What follows belongs to an exercise in optimizing a design on an open flow for small area, a short achievable clock period and few clock cycles; a production flow would make more cautious choices. At most, simulation tests tie the RTL to the original design; equivalence was not proved. For runs 1 and 2, only the layout was checked, not whether the RTL still works.

--- flow/run.sh ---
#!/bin/bash
# synth_recipe.tcl (not shown) runs the flow's synth.tcl, then flattens the netlist and writes it again
# the make line also repeats each setting of config.mk as NAME=value (left out here)
make -C /OpenROAD-flow-scripts/flow DESIGN_CONFIG=/design/flow/config.mk WORK_HOME=/design/flow/orfs CLKGATE_MAP_FILE= SYNTH_SCRIPT=/design/flow/synth_recipe.tcl finish
--- flow/config.mk ---
export PLATFORM = sky130hd
export DESIGN_NAME = yuv_rgb_top
export DESIGN_NICKNAME = yuv_rgb_top
export VERILOG_FILES = /design/flow/design.v
export SDC_FILE = /design/flow/constraint.sdc
export NUM_CORES = 4
export LEC_CHECK = 0
export CAP_MARGIN = 20
export CORE_MARGIN = 2
export CORE_UTILIZATION = 40
export SLEW_MARGIN = 20
--- flow/constraint.sdc ---
create_clock -name core_clock -period 13.0 [get_ports {CLOCK}]
set_input_delay 2.6000 -clock core_clock [delete_from_list [all_inputs] [get_ports {CLOCK}]]
set_output_delay 2.6000 -clock core_clock [all_outputs]
set_load 0.01 [all_outputs]
--- flow/design.v ---
package yuv_rgb_pkg;
   localparam int ADDR_W = 18;  
   localparam int DATA_W = 16;  
endpackage
`timescale 1ns/10ps
`timescale 1ns/10ps
`timescale 1ns/10ps
module csc_mac_unit (
   input  logic [1:0]  op,
   input  logic [7:0]  x1,
   input  logic [7:0]  x2,
   input  logic        g,
   output logic [26:0] t
);
   logic [26:0] pp0;
   logic [26:0] pp1;
   logic [26:0] pp2;
   logic [26:0] pp3;
   logic [7:0] q0;
   logic [7:0] q1;
   logic [7:0] q2;
   logic [7:0] q3;
   logic [7:0] q4;
   logic s0, c0;
   logic s1, c1;
   logic s2, c2;
   logic s3, c3;
   logic s4, c4;
   logic s5, c5;
   logic s6, c6;
   logic s7, c7;
   logic s8, c8;
   logic s9, c9;
   logic s10, c10;
   logic s11, c11;
   logic s12, c12;
   logic s13, c13;
   logic s14, c14;
   logic s15, c15;
   logic s16, c16;
   logic s17, c17;
   logic s18, c18;
   logic s19, c19;
   logic s20, c20;
   logic s21, c21;
   logic s22, c22;
   logic s23, c23;
   logic s24, c24;
   logic s25, c25;
   logic s26, c26;
   logic s27, c27;
   logic s28, c28;
   logic s29, c29;
   logic s30, c30;
   logic s31, c31;
   logic s32, c32;
   logic s33, c33;
   logic s34, c34;
   logic s35, c35;
   logic s36, c36;
   logic s37, c37;
   logic s38, c38;
   logic s39, c39;
   logic s40, c40;
   logic s41, c41;
   logic s42, c42;
   logic s43, c43;
   logic s44, c44;
   logic s45, c45;
   logic s46, c46;
   logic s47, c47;
   logic s48, c48;
   logic s49, c49;
   logic s50, c50;
   logic s51, c51;
   logic s52, c52;
   logic s53, c53;
   logic s54, c54;
   logic s55, c55;
   logic s56, c56;
   logic s57, c57;
   logic s58, c58;
   logic s59, c59;
   logic s60, c60;
   logic s61, c61;
   logic s62, c62;
   logic s63, c63;
   logic s64, c64;
   logic s65, c65;
   logic s66, c66;
   logic s67, c67;
   logic s68, c68;
   logic s69, c69;
   logic s70, c70;
   logic s71, c71;
   logic s72, c72;
   logic s73, c73;
   logic s74, c74;
   logic s75, c75;
   logic s76, c76;
   logic s77, c77;
   logic s78, c78;
   logic s79, c79;
   logic s80, c80;
   logic s81, c81;
   always_comb begin
      case ({op, x1[1:0]})
         4'd0: pp0 = 27'd0;
         4'd1: pp0 = 27'd76284;
         4'd2: pp0 = 27'd152568;
         4'd3: pp0 = 27'd228852;
         4'd4: pp0 = 27'd119609024;
         4'd5: pp0 = 27'd119713619;
         4'd6: pp0 = 27'd119818214;
         4'd7: pp0 = 27'd119922809;
         4'd8: pp0 = 27'd118875201;
         4'd9: pp0 = 27'd118849577;
         4'd10: pp0 = 27'd118823953;
         4'd11: pp0 = 27'd118798329;
         4'd12: pp0 = 27'd116069056;
         4'd13: pp0 = 27'd116201307;
         4'd14: pp0 = 27'd116333558;
         4'd15: pp0 = 27'd116465809;
         default: pp0 = '0;
      endcase
   end
   always_comb begin
      case ({op, x1[3:2]})
         4'd0: pp1 = 27'd0;
         4'd1: pp1 = 27'd305136;
         4'd2: pp1 = 27'd610272;
         4'd3: pp1 = 27'd915408;
         4'd4: pp1 = 27'd0;
         4'd5: pp1 = 27'd418380;
         4'd6: pp1 = 27'd836760;
         4'd7: pp1 = 27'd1255140;
         4'd8: pp1 = 27'd307488;
         4'd9: pp1 = 27'd204992;
         4'd10: pp1 = 27'd102496;
         4'd11: pp1 = 27'd0;
         4'd12: pp1 = 27'd0;
         4'd13: pp1 = 27'd529004;
         4'd14: pp1 = 27'd1058008;
         4'd15: pp1 = 27'd1587012;
         default: pp1 = '0;
      endcase
   end
   always_comb begin
      case ({op, x1[5:4]})
         4'd0: pp2 = 27'd0;
         4'd1: pp2 = 27'd1220544;
         4'd2: pp2 = 27'd2441088;
         4'd3: pp2 = 27'd3661632;
         4'd4: pp2 = 27'd0;
         4'd5: pp2 = 27'd1673520;
         4'd6: pp2 = 27'd3347040;
         4'd7: pp2 = 27'd5020560;
         4'd8: pp2 = 27'd1229952;
         4'd9: pp2 = 27'd819968;
         4'd10: pp2 = 27'd409984;
         4'd11: pp2 = 27'd0;
         4'd12: pp2 = 27'd0;
         4'd13: pp2 = 27'd2116016;
         4'd14: pp2 = 27'd4232032;
         4'd15: pp2 = 27'd6348048;
         default: pp2 = '0;
      endcase
   end
   always_comb begin
      case ({op, x1[7:6]})
         4'd0: pp3 = 27'd0;
         4'd1: pp3 = 27'd4882176;
         4'd2: pp3 = 27'd9764352;
         4'd3: pp3 = 27'd14646528;
         4'd4: pp3 = 27'd0;
         4'd5: pp3 = 27'd6694080;
         4'd6: pp3 = 27'd13388160;
         4'd7: pp3 = 27'd20082240;
         4'd8: pp3 = 27'd4919808;
         4'd9: pp3 = 27'd3279872;
         4'd10: pp3 = 27'd1639936;
         4'd11: pp3 = 27'd0;
         4'd12: pp3 = 27'd0;
         4'd13: pp3 = 27'd8464064;
         4'd14: pp3 = 27'd16928128;
         4'd15: pp3 = 27'd25392192;
         default: pp3 = '0;
      endcase
   end
   assign q0 = {8{g}} & ~x2;
   assign q1 = {8{g}} & x2;
   assign q2 = {8{g}} & ~x2;
   assign q3 = {8{g}} & ~x2;
   assign q4 = {8{g}} & ~x2;
   assign s0 = pp0[16] ^ pp1[16];
   assign c0 = pp0[16] & pp1[16];
   assign s1 = pp0[17] ^ pp1[17] ^ pp2[17];
   assign c1 = (pp0[17] & pp1[17]) | (pp0[17] & pp2[17]) | (pp1[17] & pp2[17]);
   assign s2 = pp0[18] ^ pp1[18] ^ pp2[18];
   assign c2 = (pp0[18] & pp1[18]) | (pp0[18] & pp2[18]) | (pp1[18] & pp2[18]);
   assign s3 = pp0[19] ^ pp1[19] ^ pp2[19];
   assign c3 = (pp0[19] & pp1[19]) | (pp0[19] & pp2[19]) | (pp1[19] & pp2[19]);
   assign s4 = pp0[20] ^ pp1[20];
   assign c4 = pp0[20] & pp1[20];
   assign s5 = pp0[5] ^ pp1[5];
   assign c5 = pp0[5] & pp1[5];
   assign s6 = pp0[6] ^ pp1[6] ^ pp2[6];
   assign c6 = (pp0[6] & pp1[6]) | (pp0[6] & pp2[6]) | (pp1[6] & pp2[6]);
   assign s7 = pp3[6] ^ q3[1];
   assign c7 = pp3[6] & q3[1];
   assign s8 = pp0[7] ^ pp1[7] ^ pp2[7];
   assign c8 = (pp0[7] & pp1[7]) | (pp0[7] & pp2[7]) | (pp1[7] & pp2[7]);
   assign s9 = pp3[7] ^ q3[2] ^ q4[7];
   assign c9 = (pp3[7] & q3[2]) | (pp3[7] & q4[7]) | (q3[2] & q4[7]);
   assign s10 = pp0[8] ^ pp1[8] ^ pp2[8];
   assign c10 = (pp0[8] & pp1[8]) | (pp0[8] & pp2[8]) | (pp1[8] & pp2[8]);
   assign s11 = pp3[8] ^ q3[3];
   assign c11 = pp3[8] & q3[3];
   assign s12 = pp0[9] ^ pp1[9] ^ pp2[9];
   assign c12 = (pp0[9] & pp1[9]) | (pp0[9] & pp2[9]) | (pp1[9] & pp2[9]);
   assign s13 = pp3[9] ^ q3[4];
   assign c13 = pp3[9] & q3[4];
   assign s14 = pp0[10] ^ pp1[10] ^ pp2[10];
   assign c14 = (pp0[10] & pp1[10]) | (pp0[10] & pp2[10]) | (pp1[10] & pp2[10]);
   assign s15 = pp3[10] ^ q3[5];
   assign c15 = pp3[10] & q3[5];
   assign s16 = pp0[11] ^ pp1[11] ^ pp2[11];
   assign c16 = (pp0[11] & pp1[11]) | (pp0[11] & pp2[11]) | (pp1[11] & pp2[11]);
   assign s17 = pp3[11] ^ q3[6];
   assign c17 = pp3[11] & q3[6];
   assign s18 = pp0[12] ^ pp1[12] ^ pp2[12];
   assign c18 = (pp0[12] & pp1[12]) | (pp0[12] & pp2[12]) | (pp1[12] & pp2[12]);
   assign s19 = pp3[12] ^ q2[0] ^ q3[7];
   assign c19 = (pp3[12] & q2[0]) | (pp3[12] & q3[7]) | (q2[0] & q3[7]);
   assign s20 = pp0[13] ^ pp1[13] ^ pp2[13];
   assign c20 = (pp0[13] & pp1[13]) | (pp0[13] & pp2[13]) | (pp1[13] & pp2[13]);
   assign s21 = pp3[13] ^ q2[1];
   assign c21 = pp3[13] & q2[1];
   assign s22 = pp0[14] ^ pp1[14] ^ pp2[14];
   assign c22 = (pp0[14] & pp1[14]) | (pp0[14] & pp2[14]) | (pp1[14] & pp2[14]);
   assign s23 = pp3[14] ^ q1[0] ^ q2[2];
   assign c23 = (pp3[14] & q1[0]) | (pp3[14] & q2[2]) | (q1[0] & q2[2]);
   assign s24 = pp0[15] ^ pp1[15] ^ pp2[15];
   assign c24 = (pp0[15] & pp1[15]) | (pp0[15] & pp2[15]) | (pp1[15] & pp2[15]);
   assign s25 = pp3[15] ^ q1[1] ^ q2[3];
   assign c25 = (pp3[15] & q1[1]) | (pp3[15] & q2[3]) | (q1[1] & q2[3]);
   assign s26 = pp2[16] ^ pp3[16] ^ q0[0];
   assign c26 = (pp2[16] & pp3[16]) | (pp2[16] & q0[0]) | (pp3[16] & q0[0]);
   assign s27 = q1[2] ^ q2[4] ^ s0;
   assign c27 = (q1[2] & q2[4]) | (q1[2] & s0) | (q2[4] & s0);
   assign s28 = pp3[17] ^ q0[1] ^ q1[3];
   assign c28 = (pp3[17] & q0[1]) | (pp3[17] & q1[3]) | (q0[1] & q1[3]);
   assign s29 = q2[5] ^ c0 ^ s1;
   assign c29 = (q2[5] & c0) | (q2[5] & s1) | (c0 & s1);
   assign s30 = pp3[18] ^ q0[2] ^ q1[4];
   assign c30 = (pp3[18] & q0[2]) | (pp3[18] & q1[4]) | (q0[2] & q1[4]);
   assign s31 = q2[6] ^ c1 ^ s2;
   assign c31 = (q2[6] & c1) | (q2[6] & s2) | (c1 & s2);
   assign s32 = pp3[19] ^ q0[3] ^ q1[5];
   assign c32 = (pp3[19] & q0[3]) | (pp3[19] & q1[5]) | (q0[3] & q1[5]);
   assign s33 = q2[7] ^ c2 ^ s3;
   assign c33 = (q2[7] & c2) | (q2[7] & s3) | (c2 & s3);
   assign s34 = pp2[20] ^ pp3[20] ^ q0[4];
   assign c34 = (pp2[20] & pp3[20]) | (pp2[20] & q0[4]) | (pp3[20] & q0[4]);
   assign s35 = q1[6] ^ c3 ^ s4;
   assign c35 = (q1[6] & c3) | (q1[6] & s4) | (c3 & s4);
   assign s36 = pp0[21] ^ pp2[21] ^ pp3[21];
   assign c36 = (pp0[21] & pp2[21]) | (pp0[21] & pp3[21]) | (pp2[21] & pp3[21]);
   assign s37 = q0[5] ^ q1[7] ^ c4;
   assign c37 = (q0[5] & q1[7]) | (q0[5] & c4) | (q1[7] & c4);
   assign s38 = pp0[22] ^ pp2[22] ^ pp3[22];
   assign c38 = (pp0[22] & pp2[22]) | (pp0[22] & pp3[22]) | (pp2[22] & pp3[22]);
   assign s39 = pp0[4] ^ pp1[4];
   assign c39 = pp0[4] & pp1[4];
   assign s40 = pp2[5] ^ q3[0] ^ q4[5];
   assign c40 = (pp2[5] & q3[0]) | (pp2[5] & q4[5]) | (q3[0] & q4[5]);
   assign s41 = q4[6] ^ c5 ^ s6;
   assign c41 = (q4[6] & c5) | (q4[6] & s6) | (c5 & s6);
   assign s42 = c6 ^ c7 ^ s8;
   assign c42 = (c6 & c7) | (c6 & s8) | (c7 & s8);
   assign s43 = c8 ^ c9 ^ s10;
   assign c43 = (c8 & c9) | (c8 & s10) | (c9 & s10);
   assign s44 = c10 ^ c11 ^ s12;
   assign c44 = (c10 & c11) | (c10 & s12) | (c11 & s12);
   assign s45 = c12 ^ c13 ^ s14;
   assign c45 = (c12 & c13) | (c12 & s14) | (c13 & s14);
   assign s46 = c14 ^ c15 ^ s16;
   assign c46 = (c14 & c15) | (c14 & s16) | (c15 & s16);
   assign s47 = c16 ^ c17 ^ s18;
   assign c47 = (c16 & c17) | (c16 & s18) | (c17 & s18);
   assign s48 = c18 ^ c19 ^ s20;
   assign c48 = (c18 & c19) | (c18 & s20) | (c19 & s20);
   assign s49 = c20 ^ c21 ^ s22;
   assign c49 = (c20 & c21) | (c20 & s22) | (c21 & s22);
   assign s50 = c22 ^ c23 ^ s24;
   assign c50 = (c22 & c23) | (c22 & s24) | (c23 & s24);
   assign s51 = c24 ^ c25 ^ s26;
   assign c51 = (c24 & c25) | (c24 & s26) | (c25 & s26);
   assign s52 = c26 ^ c27 ^ s28;
   assign c52 = (c26 & c27) | (c26 & s28) | (c27 & s28);
   assign s53 = c28 ^ c29 ^ s30;
   assign c53 = (c28 & c29) | (c28 & s30) | (c29 & s30);
   assign s54 = c30 ^ c31 ^ s32;
   assign c54 = (c30 & c31) | (c30 & s32) | (c31 & s32);
   assign s55 = c32 ^ c33 ^ s34;
   assign c55 = (c32 & c33) | (c32 & s34) | (c33 & s34);
   assign s56 = c34 ^ c35 ^ s36;
   assign c56 = (c34 & c35) | (c34 & s36) | (c35 & s36);
   assign s57 = q0[6] ^ c36 ^ c37;
   assign c57 = (q0[6] & c36) | (q0[6] & c37) | (c36 & c37);
   assign s58 = pp0[23] ^ pp3[23] ^ q0[7];
   assign c58 = (pp0[23] & pp3[23]) | (pp0[23] & q0[7]) | (pp3[23] & q0[7]);
   assign s59 = pp0[2] ^ pp1[2];
   assign c59 = pp0[2] & pp1[2];
   assign s60 = pp0[3] ^ pp1[3] ^ q4[3];
   assign c60 = (pp0[3] & pp1[3]) | (pp0[3] & q4[3]) | (pp1[3] & q4[3]);
   assign s61 = pp2[4] ^ q4[4] ^ s39;
   assign c61 = (pp2[4] & q4[4]) | (pp2[4] & s39) | (q4[4] & s39);
   assign s62 = s5 ^ c39 ^ s40;
   assign c62 = (s5 & c39) | (s5 & s40) | (c39 & s40);
   assign s63 = s7 ^ c40 ^ s41;
   assign c63 = (s7 & c40) | (s7 & s41) | (c40 & s41);
   assign s64 = s9 ^ c41 ^ s42;
   assign c64 = (s9 & c41) | (s9 & s42) | (c41 & s42);
   assign s65 = s11 ^ c42 ^ s43;
   assign c65 = (s11 & c42) | (s11 & s43) | (c42 & s43);
   assign s66 = s13 ^ c43 ^ s44;
   assign c66 = (s13 & c43) | (s13 & s44) | (c43 & s44);
   assign s67 = s15 ^ c44 ^ s45;
   assign c67 = (s15 & c44) | (s15 & s45) | (c44 & s45);
   assign s68 = s17 ^ c45 ^ s46;
   assign c68 = (s17 & c45) | (s17 & s46) | (c45 & s46);
   assign s69 = s19 ^ c46 ^ s47;
   assign c69 = (s19 & c46) | (s19 & s47) | (c46 & s47);
   assign s70 = s21 ^ c47 ^ s48;
   assign c70 = (s21 & c47) | (s21 & s48) | (c47 & s48);
   assign s71 = s23 ^ c48 ^ s49;
   assign c71 = (s23 & c48) | (s23 & s49) | (c48 & s49);
   assign s72 = s25 ^ c49 ^ s50;
   assign c72 = (s25 & c49) | (s25 & s50) | (c49 & s50);
   assign s73 = s27 ^ c50 ^ s51;
   assign c73 = (s27 & c50) | (s27 & s51) | (c50 & s51);
   assign s74 = s29 ^ c51 ^ s52;
   assign c74 = (s29 & c51) | (s29 & s52) | (c51 & s52);
   assign s75 = s31 ^ c52 ^ s53;
   assign c75 = (s31 & c52) | (s31 & s53) | (c52 & s53);
   assign s76 = s33 ^ c53 ^ s54;
   assign c76 = (s33 & c53) | (s33 & s54) | (c53 & s54);
   assign s77 = s35 ^ c54 ^ s55;
   assign c77 = (s35 & c54) | (s35 & s55) | (c54 & s55);
   assign s78 = s37 ^ c55 ^ s56;
   assign c78 = (s37 & c55) | (s37 & s56) | (c55 & s56);
   assign s79 = s38 ^ c56 ^ s57;
   assign c79 = (s38 & c56) | (s38 & s57) | (c56 & s57);
   assign s80 = c38 ^ c57 ^ s58;
   assign c80 = (c38 & c57) | (c38 & s58) | (c57 & s58);
   assign s81 = pp0[24] ^ pp3[24] ^ c58;
   assign c81 = (pp0[24] & pp3[24]) | (pp0[24] & c58) | (pp3[24] & c58);
   wire [26:0] ra = {pp0[26], pp0[25], c80, c79, c78, c77, c76, c75, c74, c73, c72, c71, c70, c69, c68, c67, c66, c65, c64, c63, c62, c61, c60, c59, q4[2], pp0[1], pp0[0]};
   wire [26:0] rb = {1'b0, c81, s81, s80, s79, s78, s77, s76, s75, s74, s73, s72, s71, s70, s69, s68, s67, s66, s65, s64, s63, s62, s61, s60, s59, q4[1], q4[0]};
   assign t = ra + rb;
endmodule
`timescale 1ns/10ps
module rgb_clip_pack (
   input  logic [22:0] yb,
   input  logic [26:0] t,
   output logic [7:0]  c
);
   logic [26:0] n;
   assign n = {2'b00, yb, 2'b00} + t;
   assign c = n[26] ? 8'd0 : (n[25] || n[24]) ? 8'd255 : n[23:16];
endmodule
`timescale 1ns/10ps
module yuv_rgb_top #(
   parameter int PIXEL_PAIRS = 38400,  
   parameter int U_BASE      = 38400,
   parameter int V_BASE      = 57600,
   parameter int RGB_BASE    = 146944
) (
   input  logic        CLOCK,
   input  logic        Resetn,
   input  logic        start,
   output logic        done,
   output logic [17:0] sram_address,
   output logic [15:0] sram_write_data,
   input  logic [15:0] sram_read_data,
   output logic        sram_we_n
);
   localparam logic [16:0] WP_FIRST = 17'(RGB_BASE - 131072);
   localparam logic [16:0] WP_LAST  = 17'(RGB_BASE + 3 * PIXEL_PAIRS - 1 - 131072);
   logic        busy;      
   logic        pro;       
   logic [4:0]  q;         
   logic        w;         
   logic [15:0] yp;        
   logic [16:0] wp;        
   wire accept  = !busy && start;
   wire wr_next = busy && !pro && (q[4] || q[0] || q[2]) && !done;
   wire rd_y    = w && (q[1] || q[3]);
   wire [14:0] cidx = yp[15:1];  
   always_ff @(posedge CLOCK or negedge Resetn) begin
      if (!Resetn) begin
         busy <= 1'b0;
         sram_we_n <= 1'b1;
         done <= 1'b0;
      end else begin
         busy <= busy ? !done : start;
         sram_we_n <= !wr_next;
         done <= wr_next && (wp == WP_LAST);
      end
   end
   always_ff @(posedge CLOCK) begin
      if (accept) begin
         q <= 5'b10000;    
         w <= 1'b1;
         pro <= 1'b1;
         yp <= 16'd1;
         wp <= WP_FIRST;
         sram_address <= '0;
      end else begin
         q <= {q[3:0], q[4]};
         if (q[4]) w <= !w;
         if (w && q[3]) pro <= 1'b0;
         if (rd_y) yp <= yp + 16'd1;
         if (wr_next) wp <= wp + 17'd1;
         if (q[1])
            sram_address <= w ? {2'b00, yp} : 18'(U_BASE) + 18'(cidx);
         else if (q[3])
            sram_address <= w ? {2'b00, yp} : 18'(V_BASE) + 18'(cidx);
         else
            sram_address <= {1'b1, wp};
      end
   end
   logic [15:0] yw, uw, vw;    
   logic [7:0]  x1;            
   logic [1:0]  op;            
   logic        g;             
   logic [26:0] t, tq;         
   logic [22:0] yb_e, yb_o;    
   logic [7:0]  l_e, l_o;      
   logic [7:0]  h1, h2, h3;    
   always_ff @(posedge CLOCK) begin
      if ((!w && q[1]) || (w && q[4])) yw <= sram_read_data;
      if (!w && q[4]) uw <= sram_read_data;
      if (w && q[1]) vw <= sram_read_data;
      case (1'b1)
         q[0]: x1 <= yw[7:0];
         q[1]: x1 <= w ? sram_read_data[15:8] : vw[7:0];
         q[2], q[3]: x1 <= w ? uw[15:8] : uw[7:0];
         default: x1 <= w ? sram_read_data[15:8] : yw[15:8];
      endcase
      op <= q[1] ? 2'd1 : q[2] ? 2'd2 : q[3] ? 2'd3 : 2'd0;
      g <= q[2];
      tq <= t;
      if (q[0]) yb_e <= t[24:2];
      if (q[1]) yb_o <= t[24:2];
      if (q[3]) begin
         h1 <= l_e;
         h2 <= l_o;
      end
      if (q[0]) h1 <= l_o;
      if (q[4]) h3 <= l_o;
      if (q[4]) sram_write_data <= {h1, l_e};
      if (q[0]) sram_write_data <= {l_e, h2};
      if (q[2]) sram_write_data <= {h3, h1};
   end
   csc_mac_unit u_unit (
      .op(op), .x1(x1), .x2(w ? vw[15:8] : vw[7:0]), .g(g), .t(t)
   );
   rgb_clip_pack u_lane_e (.yb(yb_e), .t(tq), .c(l_e));
   rgb_clip_pack u_lane_o (.yb(yb_o), .t(tq), .c(l_o));
endmodule
==> results_dict.tcl, run 1 <==
set metrics [dict create \
    dpl_worst_slack_ns 6.63 \
    holdPathStages 2 \
    clockBufferDepth 3 \
    seq_area_um2 5990 \
    worstReg2RegEnd "tq[25]$_DFF_P_" \
    globalplace.congestion 0.939 \
    critPathMaxFanout 74 \
    via_per_inst 5.28 \
    cts_resized 0 \
    synth-seq-cells 231 \
    rows 70 \
    grt_use_total 0.180 \
    synth_edf_count 134 \
    first_pass_iters 7 \
    synth_cell_types 73 \
    worst-setup-path-type "reg2reg" \
    antenna_cells 0 \
    async_flop_share 0.0130 \
    multi_input_area_um2 7970 \
    port-buffer-count 54 \
    skew_ns 0.0176 \
    clk_latency_ns 0.53 \
    fill_cells 3512 \
    fin_crit_sh 0.497 \
    whs_endpoint "x1[6]$_DFF_P_" \
    fin_nets 1696 \
    dieArea_um2 38300 \
    cts_root_buf "clkbuf_16" \
    dp_hpwl_um 25800 \
    drtIter0Drc 551 \
    layout_min_cycle_time_ns 6.46 \
    fmaxAchievable_mhz 155 \
    hp-start "yw[6]$_DFFE_PP_" \
    hold_ws_ns 0.444 \
    grt_max_degree 83 \
    hold_path.class "reg2reg" \
    cts-hold-fix-buffers 0 \
    ys_warn_count 2 \
    fin_util 0.451 \
    postCtsSetupBuffers 0 \
    antenna_found_initial 0 \
    rsz0062_at_grt "false" \
    syn_area_per_cell_um2 10.1 \
    routed-via-count 10414 \
    setup_viol_count_final 0 \
    drv_slew 0 \
    r2r_cells 19 \
    io_pins 55 \
    drive_gt1_frac 0.0525 \
    overflow 0 \
    worstMarginPinSlew_ns 1.05 \
    fin_ws_ns 6.54 \
    die_w_um 196 \
    maxCapViolCount 0 \
    htree_levels 1 \
    outcome "timing/DRC/antenna clean" \
    area_delta_synth_final_pct 11.9 \
    critPathLaunchType "flop" \
    ys_seq_area_frac 0.407 \
    wl_um 33800 \
    start_util 0.403 \
    netlist_area_um2 14700 \
    fin_tns_setup_ns 0 \
    syn_inst 1453 \
    cts_buffers 25 \
    cts_tree "built" \
    cp_data_arrival_time_ns 6.93 \
    core_um2 36400 \
    synth_flop_cell "edfxtp_1" \
    finalHoldViolations 0 \
    syn-num-nets 1663 \
    cts.sinks 231 \
    grt_pass1_vias 10440 \
    ant_nets 0 \
    die_h_um 196 \
    path_clk_slew_ns 0.06 \
    regToRegStartpoint "op[0]$_SDFF_PP1_" \
    required_ns 13.47 \
    wl_per_cell_um 17.2 \
    grt_pass1_wl_um 55200 \
    relSlewSlack 0.302 \
    r2r_slack_ns 6.54 \
    drc 0 \
    end_kind "flop" \
]
Yosys cell counts (20+ instances only):
| cell | count | area share |
|---|---|---|
| ha_1 | 120 | 0.10 |
| nor2b_1 | 20 | 0.0085 |
| mux2i_1 | 33 | 0.022 |
| a31oi_1 | 20 | 0.0085 |
| a211oi_1 | 31 | 0.016 |
| edfxtp_1 | 134 | 0.27 |
| fa_1 | 71 | 0.097 |
| xnor2_1 | 37 | 0.022 |
| o21ai_0 | 97 | 0.033 |
| inv_1 | 137 | 0.035 |
| xor2_1 | 29 | 0.017 |
| clkbuf_1 | 44 | 0.011 |
| nor2_1 | 128 | 0.033 |
| a21oi_1 | 82 | 0.028 |
| nand2_1 | 114 | 0.029 |
| nor3_1 | 25 | 0.0085 |
| dfxtp_1 | 94 | 0.13 |
per-stage QoR:
| stage | instances | area, um2 |
|---|---|---|
| finish | 1973 | 16400 |
| CTS | 1973 | 16400 |
| detailed placement | 1927 | 15700 |
| global placement | 1927 | 15700 |
| global route | 1973 | 16400 |
| floorplan | 1453 | 14700 |
worst max-delay path by stage:
stage | start | end | depth (start not counted)
CTS | op[0]$_SDFF_PP1_ | tq[25]$_DFF_P_ | 19
finish | op[0]$_SDFF_PP1_ | tq[25]$_DFF_P_ | 19
global placement | op[0]$_SDFF_PP1_ | yb_e[22]$_DFFE_PP_ | 19
global route | op[0]$_SDFF_PP1_ | yb_e[22]$_DFFE_PP_ | 19
detailed placement | op[0]$_SDFF_PP1_ | tq[25]$_DFF_P_ | 19
floorplan | op[0]$_SDFF_PP1_ | yb_e[22]$_DFFE_PP_ | 18
worst max-delay path, cell delays in order (launching register included):
cell and delay (ns):
dfxtp_2 0.32, buf_4 0.55, clkinv_1 0.79, nand2_1 0.26
nand2_1 0.09, mux2_2 0.30, fa_1 0.53, inv_1 0.05
fa_1 0.45, fa_1 0.49, inv_1 0.04, ha_1 0.36
a21o_1 0.20, a21oi_1 0.24, or3b_1 0.42, a31oi_4 0.21
o211ai_2 0.16, a311o_1 0.36, or4_1 0.42, nand3_1 0.10
sequential cells by signal, indices dropped and copies added, names as in the netlist, 16 cells and up:
signal	count
sram_address	18
sram_write_data	16
tq	25
uw	16
vw	16
wp	17
yb_e	23
yb_o	23
yp	16
yw	16
layout by cell type, fill, tap and decap left out, drive strengths merged, types with 21 or more instances in the layout:
| cell | count |
|---|---|
| inv | 139 |
| edfxtp | 134 |
| nor2 | 128 |
| ha | 120 |
| nand2 | 114 |
| o21ai | 100 |
| dfxtp | 94 |
| a21oi | 82 |
| fa | 71 |
| clkdlybuf4s50 | 54 |
| xnor2 | 38 |
| clkbuf | 38 |
| mux2i | 33 |
| a211oi | 31 |
| xor2 | 29 |
| nor3 | 26 |
| a31oi | 21 |
cell families (layout without fill, tap and decap cells):
group | after synthesis | after routing | share of synthesized area
adders and majority gates | 191 | 191 | 0.199
DFF | 231 | 231 | 0.407
buffers and inverters | 195 | 247 | 0.0514
AOI/OAI and AO/OA | 343 | 343 | 0.151
xor gates and xnor gates | 67 | 67 | 0.0404
muxes | 42 | 42 | 0.0309
and+or+nand+nor | 384 | 384 | 0.121
metal layers:
metal / part of all wire / track usage
met2: 0.46 / 0.297
met3: 0.038 / 0.0237
met4: 0.037 / 0.0657
met5: 0 / 0
met1: 0.46 / 0.243
area by class of cell:
cell class                 instances  area share
multi-input combinational       1027       0.485
inverter                         139      0.0317
tap                              468      0.0356
sequential                       231       0.364
clock inverter                     8     0.00327
timing repair buffer              62      0.0365
clock buffer                      38      0.0442
==> inputs of run 2 (changes only) <==
--- a/flow/design.v
+++ b/flow/design.v
@@ -8,12 +8,27 @@
 module csc_mac_unit (
-   input  logic [1:0]  op,
+   input  logic        is_y,
+   input  logic        is_r,
+   input  logic        is_g,
+   input  logic        is_b,
    input  logic [7:0]  x1,
    input  logic [7:0]  x2,
-   input  logic        g,
-   output logic [26:0] t
+   output logic [25:0] s,
+   output logic [25:0] c
 );
-   logic [26:0] pp0;
-   logic [26:0] pp1;
-   logic [26:0] pp2;
-   logic [26:0] pp3;
+   logic [25:0] k0;
+   logic [25:0] k1;
+   logic [25:0] k2;
+   logic [25:0] k3;
+   logic [25:0] pp0;
+   logic [3:0] d0;
+   logic [25:0] k0_0;
+   logic [25:0] k0_1;
+   logic [25:0] k0_2;
+   logic [25:0] k0_3;
+   logic [25:0] pp1;
+   logic [3:0] d1;
+   logic [25:0] pp2;
+   logic [3:0] d2;
+   logic [25:0] pp3;
+   logic [3:0] d3;
    logic [7:0] q0;
@@ -105,91 +120,23 @@
    logic s81, c81;
-   always_comb begin
-      case ({op, x1[1:0]})
-         4'd0: pp0 = 27'd0;
-         4'd1: pp0 = 27'd76284;
-         4'd2: pp0 = 27'd152568;
-         4'd3: pp0 = 27'd228852;
-         4'd4: pp0 = 27'd119609024;
-         4'd5: pp0 = 27'd119713619;
-         4'd6: pp0 = 27'd119818214;
-         4'd7: pp0 = 27'd119922809;
-         4'd8: pp0 = 27'd118875201;
-         4'd9: pp0 = 27'd118849577;
-         4'd10: pp0 = 27'd118823953;
-         4'd11: pp0 = 27'd118798329;
-         4'd12: pp0 = 27'd116069056;
-         4'd13: pp0 = 27'd116201307;
-         4'd14: pp0 = 27'd116333558;
-         4'd15: pp0 = 27'd116465809;
-         default: pp0 = '0;
-      endcase
-   end
-   always_comb begin
-      case ({op, x1[3:2]})
-         4'd0: pp1 = 27'd0;
-         4'd1: pp1 = 27'd305136;
-         4'd2: pp1 = 27'd610272;
-         4'd3: pp1 = 27'd915408;
-         4'd4: pp1 = 27'd0;
-         4'd5: pp1 = 27'd418380;
-         4'd6: pp1 = 27'd836760;
-         4'd7: pp1 = 27'd1255140;
-         4'd8: pp1 = 27'd307488;
-         4'd9: pp1 = 27'd204992;
-         4'd10: pp1 = 27'd102496;
-         4'd11: pp1 = 27'd0;
-         4'd12: pp1 = 27'd0;
-         4'd13: pp1 = 27'd529004;
-         4'd14: pp1 = 27'd1058008;
-         4'd15: pp1 = 27'd1587012;
-         default: pp1 = '0;
-      endcase
-   end
-   always_comb begin
-      case ({op, x1[5:4]})
-         4'd0: pp2 = 27'd0;
-         4'd1: pp2 = 27'd1220544;
-         4'd2: pp2 = 27'd2441088;
-         4'd3: pp2 = 27'd3661632;
-         4'd4: pp2 = 27'd0;
-         4'd5: pp2 = 27'd1673520;
-         4'd6: pp2 = 27'd3347040;
-         4'd7: pp2 = 27'd5020560;
-         4'd8: pp2 = 27'd1229952;
-         4'd9: pp2 = 27'd819968;
-         4'd10: pp2 = 27'd409984;
-         4'd11: pp2 = 27'd0;
-         4'd12: pp2 = 27'd0;
-         4'd13: pp2 = 27'd2116016;
-         4'd14: pp2 = 27'd4232032;
-         4'd15: pp2 = 27'd6348048;
-         default: pp2 = '0;
-      endcase
-   end
-   always_comb begin
-      case ({op, x1[7:6]})
-         4'd0: pp3 = 27'd0;
-         4'd1: pp3 = 27'd4882176;
-         4'd2: pp3 = 27'd9764352;
-         4'd3: pp3 = 27'd14646528;
-         4'd4: pp3 = 27'd0;
-         4'd5: pp3 = 27'd6694080;
-         4'd6: pp3 = 27'd13388160;
-         4'd7: pp3 = 27'd20082240;
-         4'd8: pp3 = 27'd4919808;
-         4'd9: pp3 = 27'd3279872;
-         4'd10: pp3 = 27'd1639936;
-         4'd11: pp3 = 27'd0;
-         4'd12: pp3 = 27'd0;
-         4'd13: pp3 = 27'd8464064;
-         4'd14: pp3 = 27'd16928128;
-         4'd15: pp3 = 27'd25392192;
-         default: pp3 = '0;
-      endcase
-   end
-   assign q0 = {8{g}} & ~x2;
-   assign q1 = {8{g}} & x2;
-   assign q2 = {8{g}} & ~x2;
-   assign q3 = {8{g}} & ~x2;
-   assign q4 = {8{g}} & ~x2;
+   assign k0 = ({26{is_g}} & 26'd76872);
+   assign k1 = ({26{is_y}} & 26'd76284) | ({26{is_r}} & 26'd104595) | ({26{is_g}} & 26'd51248) | ({26{is_b}} & 26'd132251);
+   assign k2 = ({26{is_y}} & 26'd152568) | ({26{is_r}} & 26'd209190) | ({26{is_g}} & 26'd25624) | ({26{is_b}} & 26'd264502);
+   assign k3 = ({26{is_y}} & 26'd228852) | ({26{is_r}} & 26'd313785) | ({26{is_b}} & 26'd396753);
+   always_comb for (int v = 0; v < 4; v++) d0[v] = (x1[1:0] == 2'(v));
+   assign k0_0 = ({26{is_r}} & 26'd10557120) | ({26{is_g}} & 26'd9823297) | ({26{is_b}} & 26'd7017152);
+   assign k0_1 = ({26{is_y}} & 26'd76284) | ({26{is_r}} & 26'd10661715) | ({26{is_g}} & 26'd9797673) | ({26{is_b}} & 26'd7149403);
+   assign k0_2 = ({26{is_y}} & 26'd152568) | ({26{is_r}} & 26'd10766310) | ({26{is_g}} & 26'd9772049) | ({26{is_b}} & 26'd7281654);
+   assign k0_3 = ({26{is_y}} & 26'd228852) | ({26{is_r}} & 26'd10870905) | ({26{is_g}} & 26'd9746425) | ({26{is_b}} & 26'd7413905);
+   assign pp0 = ({26{d0[0]}} & k0_0) | ({26{d0[1]}} & k0_1) | ({26{d0[2]}} & k0_2) | ({26{d0[3]}} & k0_3);
+   always_comb for (int v = 0; v < 4; v++) d1[v] = (x1[3:2] == 2'(v));
+   assign pp1 = ({26{d1[0]}} & (k0 << 2)) | ({26{d1[1]}} & (k1 << 2)) | ({26{d1[2]}} & (k2 << 2)) | ({26{d1[3]}} & (k3 << 2));
+   always_comb for (int v = 0; v < 4; v++) d2[v] = (x1[5:4] == 2'(v));
+   assign pp2 = ({26{d2[0]}} & (k0 << 4)) | ({26{d2[1]}} & (k1 << 4)) | ({26{d2[2]}} & (k2 << 4)) | ({26{d2[3]}} & (k3 << 4));
+   always_comb for (int v = 0; v < 4; v++) d3[v] = (x1[7:6] == 2'(v));
+   assign pp3 = ({26{d3[0]}} & (k0 << 6)) | ({26{d3[1]}} & (k1 << 6)) | ({26{d3[2]}} & (k2 << 6)) | ({26{d3[3]}} & (k3 << 6));
+   assign q0 = {8{is_g}} & ~x2;
+   assign q1 = {8{is_g}} & x2;
+   assign q2 = {8{is_g}} & ~x2;
+   assign q3 = {8{is_g}} & ~x2;
+   assign q4 = {8{is_g}} & ~x2;
    assign s0 = pp0[16] ^ pp1[16];
@@ -356,7 +303,6 @@
    assign c80 = (c38 & c57) | (c38 & s58) | (c57 & s58);
-   assign s81 = pp0[24] ^ pp3[24] ^ c58;
-   assign c81 = (pp0[24] & pp3[24]) | (pp0[24] & c58) | (pp3[24] & c58);
-   wire [26:0] ra = {pp0[26], pp0[25], c80, c79, c78, c77, c76, c75, c74, c73, c72, c71, c70, c69, c68, c67, c66, c65, c64, c63, c62, c61, c60, c59, q4[2], pp0[1], pp0[0]};
-   wire [26:0] rb = {1'b0, c81, s81, s80, s79, s78, s77, s76, s75, s74, s73, s72, s71, s70, s69, s68, s67, s66, s65, s64, s63, s62, s61, s60, s59, q4[1], q4[0]};
-   assign t = ra + rb;
+   assign s81 = pp3[24] ^ c58;
+   assign c81 = pp3[24] & c58;
+   assign s = {c81, c80, c79, c78, c77, c76, c75, c74, c73, c72, c71, c70, c69, c68, c67, c66, c65, c64, c63, c62, c61, c60, c59, q4[2], pp0[1], pp0[0]};
+   assign c = {1'b0, s81, s80, s79, s78, s77, s76, s75, s74, s73, s72, s71, s70, s69, s68, s67, s66, s65, s64, s63, s62, s61, s60, s59, q4[1], q4[0]};
 endmodule
@@ -365,8 +311,16 @@
    input  logic [22:0] yb,
-   input  logic [26:0] t,
-   output logic [7:0]  c
+   input  logic [25:0] s,
+   input  logic [25:0] c,
+   output logic [25:0] n,
+   output logic [7:0]  ch
 );
-   logic [26:0] n;
-   assign n = {2'b00, yb, 2'b00} + t;
-   assign c = n[26] ? 8'd0 : (n[25] || n[24]) ? 8'd255 : n[23:16];
+   logic [25:0] a, x, y;
+   logic low, high;
+   assign a = {1'b0, yb, 2'b00};
+   assign x = a ^ s ^ c;
+   assign y = {(a[24:0] & s[24:0]) | (a[24:0] & c[24:0]) | (s[24:0] & c[24:0]), 1'b0};
+   assign n = x + y;
+   assign low = !n[25] && !(n[24] && n[23]);    
+   assign high = n[25] && (n[24] || n[23]);     
+   assign ch = low ? 8'd0 : high ? 8'd255 : {!n[23], n[22:16]};
 endmodule
@@ -396,2 +350,3 @@
    logic [16:0] wp;        
+   logic        we;        
    wire accept  = !busy && start;
@@ -403,3 +358,3 @@
          busy <= 1'b0;
-         sram_we_n <= 1'b1;
+         we <= 1'b0;
          done <= 1'b0;
@@ -407,3 +362,3 @@
          busy <= busy ? !done : start;
-         sram_we_n <= !wr_next;
+         we <= wr_next;
          done <= wr_next && (wp == WP_LAST);
@@ -433,10 +388,10 @@
    end
+   assign sram_we_n = !we;
    logic [15:0] yw, uw, vw;    
    logic [7:0]  x1;            
-   logic [1:0]  op;            
-   logic        g;             
-   logic [26:0] t, tq;         
+   logic [25:0] s, c, sq, cq;  
    logic [22:0] yb_e, yb_o;    
+   logic [25:0] n_e, n_o;      
    logic [7:0]  l_e, l_o;      
-   logic [7:0]  h1, h2, h3;    
+   logic [7:0]  h1, h2;        
    always_ff @(posedge CLOCK) begin
@@ -451,22 +406,17 @@
       endcase
-      op <= q[1] ? 2'd1 : q[2] ? 2'd2 : q[3] ? 2'd3 : 2'd0;
-      g <= q[2];
-      tq <= t;
-      if (q[0]) yb_e <= t[24:2];
-      if (q[1]) yb_o <= t[24:2];
-      if (q[3]) begin
-         h1 <= l_e;
-         h2 <= l_o;
-      end
-      if (q[0]) h1 <= l_o;
-      if (q[4]) h3 <= l_o;
-      if (q[4]) sram_write_data <= {h1, l_e};
-      if (q[0]) sram_write_data <= {l_e, h2};
-      if (q[2]) sram_write_data <= {h3, h1};
+      sq <= s;
+      cq <= c;
+      if (q[1]) yb_e <= n_e[24:2];
+      if (q[2]) yb_o <= n_o[24:2];
+      if (q[3] || q[4]) h1 <= q[3] ? l_e : l_o;    
+      if (q[3] || q[0]) h2 <= l_o;                 
+      sram_write_data[15:8] <= q[0] ? l_e : h1;    
+      sram_write_data[7:0] <= q[4] ? l_e : h2;     
    end
    csc_mac_unit u_unit (
-      .op(op), .x1(x1), .x2(w ? vw[15:8] : vw[7:0]), .g(g), .t(t)
+      .is_y(q[0] || q[1]), .is_r(q[2]), .is_g(q[3]), .is_b(q[4]),
+      .x1(x1), .x2(w ? vw[15:8] : vw[7:0]), .s(s), .c(c)
    );
-   rgb_clip_pack u_lane_e (.yb(yb_e), .t(tq), .c(l_e));
-   rgb_clip_pack u_lane_o (.yb(yb_o), .t(tq), .c(l_o));
+   rgb_clip_pack u_lane_e (.yb(q[1] ? 23'd0 : yb_e), .s(sq), .c(cq), .n(n_e), .ch(l_e));
+   rgb_clip_pack u_lane_o (.yb(q[2] ? 23'd0 : yb_o), .s(sq), .c(cq), .n(n_o), .ch(l_o));
 endmodule
==> flow/flow/run.sh (new file) <==
#!/bin/bash
# The standard layout, with two changes to how it is made (the clock period
# and constraints are unchanged):
#  - timing repair aims at 9 ns of setup slack;
#  - the port buffers are buf_1 cells instead of the default delay buffers.
# The make output goes to standard.log.
bash standard.sh "BUFFER_PORTS_ARGS=-buffer_cell sky130_fd_sc_hd__buf_1" SETUP_SLACK_MARGIN=9 finish > standard.log 2>&1
==> flow/standard.sh (new file) <==
#!/bin/bash
# synth_recipe.tcl (not shown) runs the flow's synth.tcl, then flattens the netlist and writes it again
# the make line also repeats each setting of config.mk as NAME=value (left out here)
make -C /OpenROAD-flow-scripts/flow DESIGN_CONFIG=/design/flow/config.mk WORK_HOME=/design/flow/orfs CLKGATE_MAP_FILE= SYNTH_SCRIPT=/design/flow/synth_recipe.tcl "${@:-finish}"
--- a/flow/config.mk
+++ b/flow/config.mk
@@ -7,2 +7,3 @@
 export LEC_CHECK = 0
+export ABC_AREA = 1
 export CAP_MARGIN = 20
removed: flow/run.sh
==> results_dict.tcl, run 2 <==
set metrics [dict create \
    area_delta_synth_final_pct 11.7 \
    fin_crit_sh 0.300 \
    ant_nets 0 \
    crit_top_cell "fa_1" \
    clockBufferDepth 3 \
    whs_endpoint "sram_write_data[9]$_DFF_P_" \
    maxCapViolCount 0 \
    antenna_cells 0 \
    layout.cells.non_filler 2613 \
    regToRegStartpoint "q[4]$_SDFF_PP1_" \
    dp_hpwl_um 37300 \
    drv_slew 0 \
    setup_viol_count_final 0 \
    synth_commonest_cells "nand2_1, inv_1, nor2_1, dfxtp_1, fa_1" \
    critPathMaxFanout 19 \
    wl_per_cell_um 18.3 \
    netlist_area_um2 16300 \
    synth.area.top_cells "edfxtp_1, dfxtp_1, fa_1" \
    synth_area_leader_cell "edfxtp_1" \
    grt_max_degree 49 \
    cts_root_buf "clkbuf_16" \
    rows 74 \
    worstMarginPinSlew_ns 0.840 \
    drc 0 \
    async_flop_share 0.0122 \
    hp-start "h1[1]$_DFFE_PP_" \
    path_buf_inv 3 \
    synth-seq-cells 246 \
    yosysMostFrequentCell "nand2_1" \
    fill_cells 4065 \
    final_common_cell "nand2_1" \
    cts-hold-fix-buffers 0 \
    dp.cells 2547 \
    rsz0062_at_grt "true" \
    holdPathStages 2 \
    synth_cell_types 64 \
    die_h_um 206 \
    worstReg2RegEnd "cq[13]$_DFF_P_" \
    ys_seq_area_frac 0.370 \
    cpLargestDelayFamily "adder cells" \
    multi_input_area_um2 8620 \
    fmaxAchievable_mhz 256 \
    end_kind "flop" \
    outcome "timing/DRC/antenna clean" \
    dieArea_um2 42500 \
    critPathLaunchType "flop" \
    grt_pass1_vias 13248 \
    fin_util 0.450 \
    synth_edf_count 110 \
    cts.sinks 246 \
    finalHoldViolations 0 \
    hold_path.class "reg2reg" \
    cts_tree "built" \
    syn_area_per_cell_um2 8.21 \
    layout_min_cycle_time_ns 3.90 \
    required_ns 13.44 \
    grt_use_total 0.228 \
    largest_reg_flops 26 \
    synth_flop_cell "dfxtp_1" \
    port-buffer-count 54 \
    drtIter0Drc 1075 \
    grt_pass1_wl_um 74500 \
    r2r_slack_ns 9.10 \
    final_cell_mix "nand2_1, inv_1, nor2_1" \
    drive_gt1_frac 0.0721 \
    core_um2 40600 \
    globalplace.congestion 0.967 \
    skew_ns 0.0212 \
    fin_tns_setup_ns 0 \
    relSlewSlack 0.439 \
    ys_warn_count 2 \
    seq_area_um2 6050 \
    cpMaxStageDelayCell "a2111oi_1" \
    syn_inst 1992 \
    routed-via-count 13289 \
    worst-setup-path-type "reg2reg" \
    r2r_cells 8 \
    critical-path-max-stage-delay_ns 0.74 \
    start_util 0.403 \
    yosys.area.top_type_share 0.202 \
    overflow 0 \
    cts_buffers 28 \
    via_per_inst 5.09 \
    antenna_found_initial 0 \
    die_w_um 206 \
    syn-num-nets 2194 \
    fin_nets 2261 \
    first_pass_iters 9 \
    cp_data_arrival_time_ns 4.34 \
    io_pins 55 \
    largestRegisters "sq x26, cq x25" \
    clk_latency_ns 0.57 \
    wl_um 47800 \
    path_clk_slew_ns 0.06 \
    cp_cell_sequence "buf_4 > inv_1 > o21ai_0 > a2111oi_1 > fa_1 > fa_1 > inv_1 > fa_1" \
    htree_levels 1 \
    regMostFlops "sq" \
]
-- run 2: what timing repair did --
item / CTS / global route
endpoints found under the setup margin: 55 / 46
pin swaps: 0 / 1
buffers inserted: 8 / 5
cloned: 0 / 1
resized for setup: 10 / 18
-- run 2: routing by layer --
metal  vias up  GRT usage  share of wire
li1       6448          -              -
met1      6283      0.316           0.45
met2       457      0.374           0.46
met3       101     0.0293          0.058
met4         0     0.0668          0.031
met5         -          0              0
-- run 2: layout make-up --
type / count / share of cell area
clock buffers: 45 / 0.0475
clock inverters: 7 / 0.00315
inverters: 404 / 0.0841
multi-input cells: 1298 / 0.472
flip-flops and latches: 246 / 0.331
well taps: 532 / 0.0364
repair buffers: 81 / 0.0260
-- run 2: worst reg2reg max path, delay by kind of cell, from the launching register on --
family,cells,cell delay [ns]
AO/OA/AOI/OAI,2,1.10
adder cells (fa/ha/maj),3,1.50
buffers and inverters,3,0.88
flip-flops,1,0.30
-- run 2: kinds of logic (layout without fill, tap and decap cells) --
logic type	Yosys count	count (layout)	share of synthesized area
AND/OR/NAND/NOR	821	821	0.218
buffers and inverters	448	537	0.105
AO/OA/AOI/OAI	254	254	0.0915
flip-flops	246	246	0.370
adder cells (fa/ha/maj)	183	183	0.194
XOR/XNOR	40	40	0.0214
-- run 2: worst max path at each step --
stage | cells past startpoint | to | slack (ns) | from
floorplan | 12 | cq[19]$_DFF_P_ | 9.13 | q[2]$_SDFF_PP0_
detailed placement | 12 | cq[19]$_DFF_P_ | 8.60 | q[3]$_SDFF_PP0_
CTS | 10 | cq[19]$_DFF_P_ | 8.96 | q[1]$_SDFF_PP0_
global placement | 12 | cq[19]$_DFF_P_ | 8.58 | q[3]$_SDFF_PP0_
finish | 8 | cq[13]$_DFF_P_ | 9.10 | q[4]$_SDFF_PP1_
global route | 12 | cq[15]$_DFF_P_ | 8.96 | q[3]$_SDFF_PP0_
-- run 2: stage by stage --
step           area, um2  hold WS [ns]  worst slack [ns]
2_1_floorplan      16300         0.418              9.13
3_3_place_gp       17100         0.427              8.58
3_5_place_dp       17100         0.434              8.60
4_1_cts            18100         0.452              8.96
5_1_grt            18300         0.472              8.96
6_report           18300         0.435              9.10
==> inputs of run 3 (changes only) <==
--- a/flow/design.v
+++ b/flow/design.v
@@ -408,4 +408,4 @@
       cq <= c;
-      if (q[1]) yb_e <= n_e[24:2];
-      if (q[2]) yb_o <= n_o[24:2];
+      if (q[0] || q[1]) yb_e <= q[1] ? n_e[24:2] : 23'd0;
+      if (q[1] || q[2]) yb_o <= q[2] ? n_o[24:2] : 23'd0;
       if (q[3] || q[4]) h1 <= q[3] ? l_e : l_o;    
@@ -419,4 +419,4 @@
    );
-   rgb_clip_pack u_lane_e (.yb(q[1] ? 23'd0 : yb_e), .s(sq), .c(cq), .n(n_e), .ch(l_e));
-   rgb_clip_pack u_lane_o (.yb(q[2] ? 23'd0 : yb_o), .s(sq), .c(cq), .n(n_o), .ch(l_o));
+   rgb_clip_pack u_lane_e (.yb(yb_e), .s(sq), .c(cq), .n(n_e), .ch(l_e));
+   rgb_clip_pack u_lane_o (.yb(yb_o), .s(sq), .c(cq), .n(n_o), .ch(l_o));
 endmodule
==> flow/flow/run.sh (replaced) <==
#!/bin/bash
# The standard layout, with three changes to how it is made (the clock period
# and constraints are unchanged):
#  - timing repair aims at 9 ns of setup slack;
#  - the port buffers are buf_1 cells instead of the default delay buffers;
#  - clock tree synthesis (clkbuf_8 cells) adds no dummy loads.
# The make output goes to standard.log.
bash standard.sh "BUFFER_PORTS_ARGS=-buffer_cell sky130_fd_sc_hd__buf_1" \
  "CTS_ARGS=-sink_clustering_enable -repair_clock_nets -buf_list sky130_fd_sc_hd__clkbuf_8 -dont_use_dummy_load" \
  SETUP_SLACK_MARGIN=9 finish > standard.log 2>&1
--- a/flow/config.mk
+++ b/flow/config.mk
@@ -11,2 +11,3 @@
 export CORE_UTILIZATION = 40
+export CTS_BUF_LIST = sky130_fd_sc_hd__clkbuf_8
 export SLEW_MARGIN = 20
==> results_dict.tcl, run 3 <==
set metrics [dict create \
    die_h_um 202 \
    die_w_um 202 \
    final_common_cell "nand2_1" \
    drtIter0Drc 974 \
    synth_edf_count 110 \
    syn-num-nets 2062 \
    finalHoldViolations 0 \
    drc 0 \
    core_um2 38700 \
    yosys.area.top_type_share 0.210 \
    dp_hpwl_um 37300 \
    grt_pass1_wl_um 74000 \
    hold_path.class "reg2reg" \
    final_cell_mix "nand2_1, inv_1, nor2_1" \
    cts_buffers 45 \
    synth_commonest_cells "nand2_1, inv_1, nor2_1, dfxtp_1, a21oi_1" \
    synth.area.top_cells "edfxtp_1, dfxtp_1, fa_1" \
    cp_cell_sequence "inv_1 > nor2_1 > inv_1 > nor2_1 > nor3_2 > fa_1 > fa_1 > fa_1 > inv_1 > fa_1" \
    critPathMaxFanout 7 \
    critPathLaunchType "flop" \
    required_ns 13.45 \
    dp.cells 2403 \
    drv_slew 0 \
    largest_reg_flops 26 \
    cts_root_buf "clkbuf_8" \
    cts.sinks 246 \
    grt_use_total 0.234 \
    start_util 0.406 \
    crit_top_cell "fa_1" \
    largestRegisters "sq x26, cq x25" \
    worstMarginPinSlew_ns 0.867 \
    wl_per_cell_um 19.3 \
    synth_flop_cell "dfxtp_1" \
    async_flop_share 0.0122 \
    io_pins 55 \
    first_pass_iters 6 \
    grt_pass1_vias 13223 \
    htree_levels 2 \
    outcome "timing/DRC/antenna clean" \
    clockBufferDepth 3 \
    yosysMostFrequentCell "nand2_1" \
    end_kind "flop" \
    path_clk_slew_ns 0.05 \
    ys_seq_area_frac 0.384 \
    routed-via-count 12949 \
    fin_tns_setup_ns 0 \
    ys_warn_count 2 \
    grt_max_degree 45 \
    rsz0062_at_grt "true" \
    fin_crit_sh 0.301 \
    maxCapViolCount 0 \
    via_per_inst 5.28 \
    ant_nets 0 \
    synth_area_leader_cell "edfxtp_1" \
    worst-setup-path-type "reg2reg" \
    antenna_cells 0 \
    relSlewSlack 0.421 \
    layout_min_cycle_time_ns 3.92 \
    clk_latency_ns 0.57 \
    dieArea_um2 41000 \
    fin_nets 2137 \
    port-buffer-count 54 \
    synth_cell_types 59 \
    fmaxAchievable_mhz 255 \
    antenna_found_initial 2 \
    wl_um 47200 \
    syn_area_per_cell_um2 8.47 \
    overflow 0 \
    syn_inst 1860 \
    synth-seq-cells 246 \
    cts-hold-fix-buffers 0 \
    drive_gt1_frac 0.0662 \
    setup_viol_count_final 0 \
    netlist_area_um2 15700 \
    cts_tree "built" \
    cpMaxStageDelayCell "fa_1" \
    critical-path-max-stage-delay_ns 0.52 \
    cp_data_arrival_time_ns 4.36 \
    globalplace.congestion 0.969 \
    r2r_slack_ns 9.08 \
    skew_ns 0.0622 \
    rows 72 \
    regMostFlops "sq" \
    layout.cells.non_filler 2451 \
    area_delta_synth_final_pct 9.17 \
]
-- run 3: changes by cell type in the layout (fill, tap and decap cells not counted), moves of 9 or more --
cell	delta
inv_1	-140
clkbuf_8	+39
o21ai_0	+33
nand2_1	-32
clkbuf_16	-31
nor2_1	+29
a21oi_1	+21
xor2_1	-14
nand3_1	-13
xnor2_1	-11
a221oi_1	+9
clkbuf_1	-9
-- run 3: worst paths after layout --
| kind | start | end | cells after the start |
|---|---|---|---|
| worst max register to register | x1[4]$_DFF_P_ | cq[19]$_DFF_P_ | 10 |
| worst min-delay path | yw[7]$_DFFE_PP_ | x1[7]$_DFF_P_ | 2 |
| worst max-delay path | x1[4]$_DFF_P_ | cq[19]$_DFF_P_ | 10 |
| max in group asynchronous | Resetn | we$_DFF_PN0_ | 1 |
| worst min register to register | yw[7]$_DFFE_PP_ | x1[7]$_DFF_P_ | 2 |
| min in group asynchronous | Resetn | busy$_DFF_PN0_ | 1 |
-- run 3: per-layer routing --
metal	GRT usage	up-vias	part of all wire
met5	0	-	0
met4	0.0873	0	0.039
met3	0.0363	108	0.058
met2	0.388	453	0.46
met1	0.310	6167	0.44
li1	-	6221	-
-- run 3: through the flow --
stage	worst slack [ns]	cell area (um2)	hold slack [ns]	util
final	9.08	17200	0.441	0.444
after detailed placement	8.51	16500	0.433	0.426
after floorplan	9.25	15700	0.415	-
after global routing	8.96	17200	0.468	0.444
after CTS	9.05	17200	0.444	0.443
after global placement	8.48	16500	0.424	0.426
-- run 3: repair_timing --
item	CTS	global route
setup buffers	0	3
resized for setup	11	3
pin swaps	0	1
setup endpoints to repair	30	10
endpoints found under the hold margin	0	0
-- run 3: logic make-up after synthesis --
logic type / synth area share
and+or+nand+nor: 0.216
AOI/OAI and AO/OA: 0.115
buffers and inverters: 0.0750
DFF: 0.384
adders and majority gates: 0.202
xor gates and xnor gates: 0.00834
-- run 3: cell type report --
type | instances | area, um2
clock buffer | 45 | 619
fill | 3928 | 21500
inverter | 256 | 971
multi-input combinational | 1313 | 8550
sequential | 246 | 6040
tap | 518 | 648
timing repair buffer | 73 | 353
-- run 3: critical path, delay by kind of cell, from the launching register on --
family	cells	cell delay (ns)
buf+inv	3	0.54
fa+ha+maj	4	1.83
simple gates	3	0.94
flops	1	0.51
Testbench counts of run 3, summed over its fixed seeds: cycles 576,033.
==> inputs of run 4 (changes only) <==
--- a/flow/flow/run.sh
+++ b/flow/flow/run.sh
@@ -3,3 +3,3 @@
 # and constraints are unchanged):
-#  - timing repair aims at 9 ns of setup slack;
+#  - timing repair aims at 9.15 ns of setup slack;
 #  - the port buffers are buf_1 cells instead of the default delay buffers;
@@ -9,2 +9,2 @@
   "CTS_ARGS=-sink_clustering_enable -repair_clock_nets -buf_list sky130_fd_sc_hd__clkbuf_8 -dont_use_dummy_load" \
-  SETUP_SLACK_MARGIN=9 finish > standard.log 2>&1
+  SETUP_SLACK_MARGIN=9.15 finish > standard.log 2>&1
==> results_dict.tcl, run 4 <==
set metrics [dict create \
    ys_seq_area_frac 0.384 \
    cts_buffers 45 \
    core_um2 38700 \
    drc 0 \
    start_util 0.406 \
    wl_um 47400 \
    syn_inst 1860 \
    grt_max_degree 45 \
    netlist_area_um2 15700 \
    yosys.area.top_type_share 0.210 \
    hold_path.class "reg2reg" \
    io_pins 55 \
    fmaxAchievable_mhz 265 \
    synth_commonest_cells "nand2_1, inv_1, nor2_1, dfxtp_1, a21oi_1" \
    first_pass_iters 6 \
    grt_pass1_wl_um 74100 \
    cts.sinks 246 \
    layout.cells.non_filler 2452 \
    syn_area_per_cell_um2 8.47 \
    fin_crit_sh 0.290 \
    drtIter0Drc 973 \
    synth_mux_area_frac 0 \
    maxCapViolCount 0 \
    wl_per_cell_um 19.3 \
    critical-path-max-stage-delay_ns 0.53 \
    via_per_inst 5.29 \
    antenna_cells 0 \
    cp_cell_sequence "inv_1 > nor2_2 > inv_1 > nor2_1 > nor3_2 > fa_1 > fa_1 > fa_1 > inv_1 > fa_1" \
    synth_area_leader_cell "edfxtp_1" \
    dpl_worst_slack_ns 8.51 \
    setup_viol_count_final 0 \
    synth_cell_types 59 \
    skew_ns 0.0582 \
    final_common_cell "nand2_1" \
    worstMarginPinSlew_ns 0.799 \
    cts_tree "built" \
    required_ns 13.44 \
    port-buffer-count 54 \
    worst-setup-path-type "reg2reg" \
    yosys.area_share.simple 0.216 \
    die_h_um 202 \
    yosysMostFrequentCell "nand2_1" \
    largest_reg_flops 26 \
    globalplace.congestion 0.969 \
    routed-via-count 12977 \
    antenna_found_initial 1 \
    synth_edf_count 110 \
    cts_root_buf "clkbuf_8" \
    grt_use_total 0.234 \
    crit_top_cell "fa_1" \
    yosys.area_share.xor_xnor 0.00834 \
    fin_nets 2138 \
    grt_pass1_vias 13258 \
    cp_data_arrival_time_ns 4.22 \
    fin_tns_setup_ns 0 \
    synth_fa_ha_area_frac 0.202 \
    layout_min_cycle_time_ns 3.78 \
    clk_latency_ns 0.57 \
    drive_gt1_frac 0.0698 \
    synth_compound_area_frac 0.115 \
    synth_top_family_by_area "simple AND/OR/NAND/NOR gates" \
    synth-seq-cells 246 \
    syn-num-nets 2062 \
    end_kind "flop" \
    outcome "timing/DRC/antenna clean" \
    largestRegisters "sq x26, cq x25" \
    synth_flop_cell "dfxtp_1" \
    clockBufferDepth 3 \
    ant_nets 0 \
    rsz0062_at_grt "true" \
    rows 72 \
    cpMaxStageDelayCell "dfxtp_1" \
    area_delta_synth_final_pct 9.40 \
    overflow 0 \
    die_w_um 202 \
    synth.area.top_cells "edfxtp_1, dfxtp_1, fa_1" \
    finalHoldViolations 0 \
    relSlewSlack 0.465 \
    async_flop_share 0.0122 \
    dieArea_um2 41000 \
    dp.cells 2403 \
    ys_warn_count 2 \
    regMostFlops "sq" \
    path_clk_slew_ns 0.05 \
    critPathLaunchType "flop" \
    dp_hpwl_um 37300 \
    critPathMaxFanout 7 \
    drv_slew 0 \
    htree_levels 2 \
    fin_ws_ns 9.22 \
    final_cell_mix "nand2_1, inv_1, nor2_1" \
]
## run 4: cell counts after synthesis
Identical to the previous run, type by type.
## run 4: area by class of cell
| cell class | instances | area (um2) |
|---|---|---|
| flip-flops and latches | 246 | 6040 |
| repair buffers | 73 | 353 |
| repair inverters | 1 | 5.00 |
| inverters | 256 | 985 |
| fillers | 3929 | 21500 |
| clock buffers | 45 | 619 |
| multi-input cells | 1313 | 8570 |
| well taps | 518 | 648 |
## run 4: worst paths after layout
| path | depth (start not counted) | endpoint | slack [ns] | from |
|---|---|---|---|---|
| max | 10 | cq[19]$_DFF_P_ | 9.22 | x1[4]$_DFF_P_ |
| min | 2 | x1[7]$_DFF_P_ | 0.44 | yw[7]$_DFFE_PP_ |
| max reg2reg | 10 | cq[19]$_DFF_P_ | 9.22 | x1[4]$_DFF_P_ |
| min reg2reg | 2 | x1[7]$_DFF_P_ | 0.44 | yw[7]$_DFFE_PP_ |
| max in group asynchronous | 1 | we$_DFF_PN0_ | 11.02 | Resetn |
| min in group asynchronous | 1 | busy$_DFF_PN0_ | 1.83 | Resetn |
## run 4: kinds of logic after synthesis
kind of cell | count (synthesis)
buffers and inverters | 301
and+or+nand+nor | 799
xor gates and xnor gates | 15
AOI/OAI and AO/OA | 316
DFF | 246
adders and majority gates | 183
## run 4: routing by layer
metal / vias up / track usage / share of wire
met5: - / 0 / 0
met4: 0 / 0.0876 / 0.037
met3: 105 / 0.0351 / 0.059
met2: 460 / 0.388 / 0.47
met1: 6180 / 0.311 / 0.44
li1: 6232 / - / -
## run 4: per-stage QoR
stage,hold WS [ns],utilization,cell area [um2]
after global placement,0.424,0.426,16500
after CTS,0.444,0.443,17200
after global routing,0.468,0.445,17200
after floorplan,0.415,-,15700
after detailed placement,0.433,0.426,16500
final,0.438,0.445,17200
## run 4: what timing repair did
action,CTS,global route
pin swaps,1,0
setup endpoints to repair,33,14
setup buffers,1,2
hold buffers,0,0
cloned,0,1
hold endpoints to repair,0,0
resized for setup,13,10
## run 4: worst max-delay path: cells and delay by family (launching register included)
family                   cells  cell delay (ns)
flip-flops                   1             0.53
AND/OR/NAND/NOR              3             0.81
buffers and inverters        3             0.50
adder cells (fa/ha/maj)      4             1.84

==> static timing again, ports no longer ideal <==
In the flow no input, the clock included, has a driving cell. The finished layouts below were timed again as built, in two steps.
Step 1: set_driving_cell puts a clkbuf_16 on CLOCK and a buf_2 on each other input, an assumption about the parent block.
Step 2, shift: input delay + t, output delay - t, t = (earliest + latest rising clock arrival at the registers) / 2. This alone moves slack from input paths to output paths.
Slacks: ideal / step 1 / step 2; pairs: ideal / step 1.
| run | t (ns) | setup slack, ns | clock arrival spread, ns |
|---|---|---|---|
| run 1 | 0.577 | 6.540 / 6.540 / 6.540 | 0.022 / 0.021 |
| run 2 | 0.607 | 9.100 / 9.100 / 8.691 | 0.022 / 0.023 |
| run 3 | 0.587 | 9.082 / 9.082 / 8.669 | 0.062 / 0.062 |
| run 4 | 0.588 | 9.224 / 9.224 / 8.794 | 0.060 / 0.060 |
After both steps setup and hold are still met in every run listed. The setup slack of run 4, which loses most, moves by 0.000 ns with the drivers and by -0.430 ns with both steps.
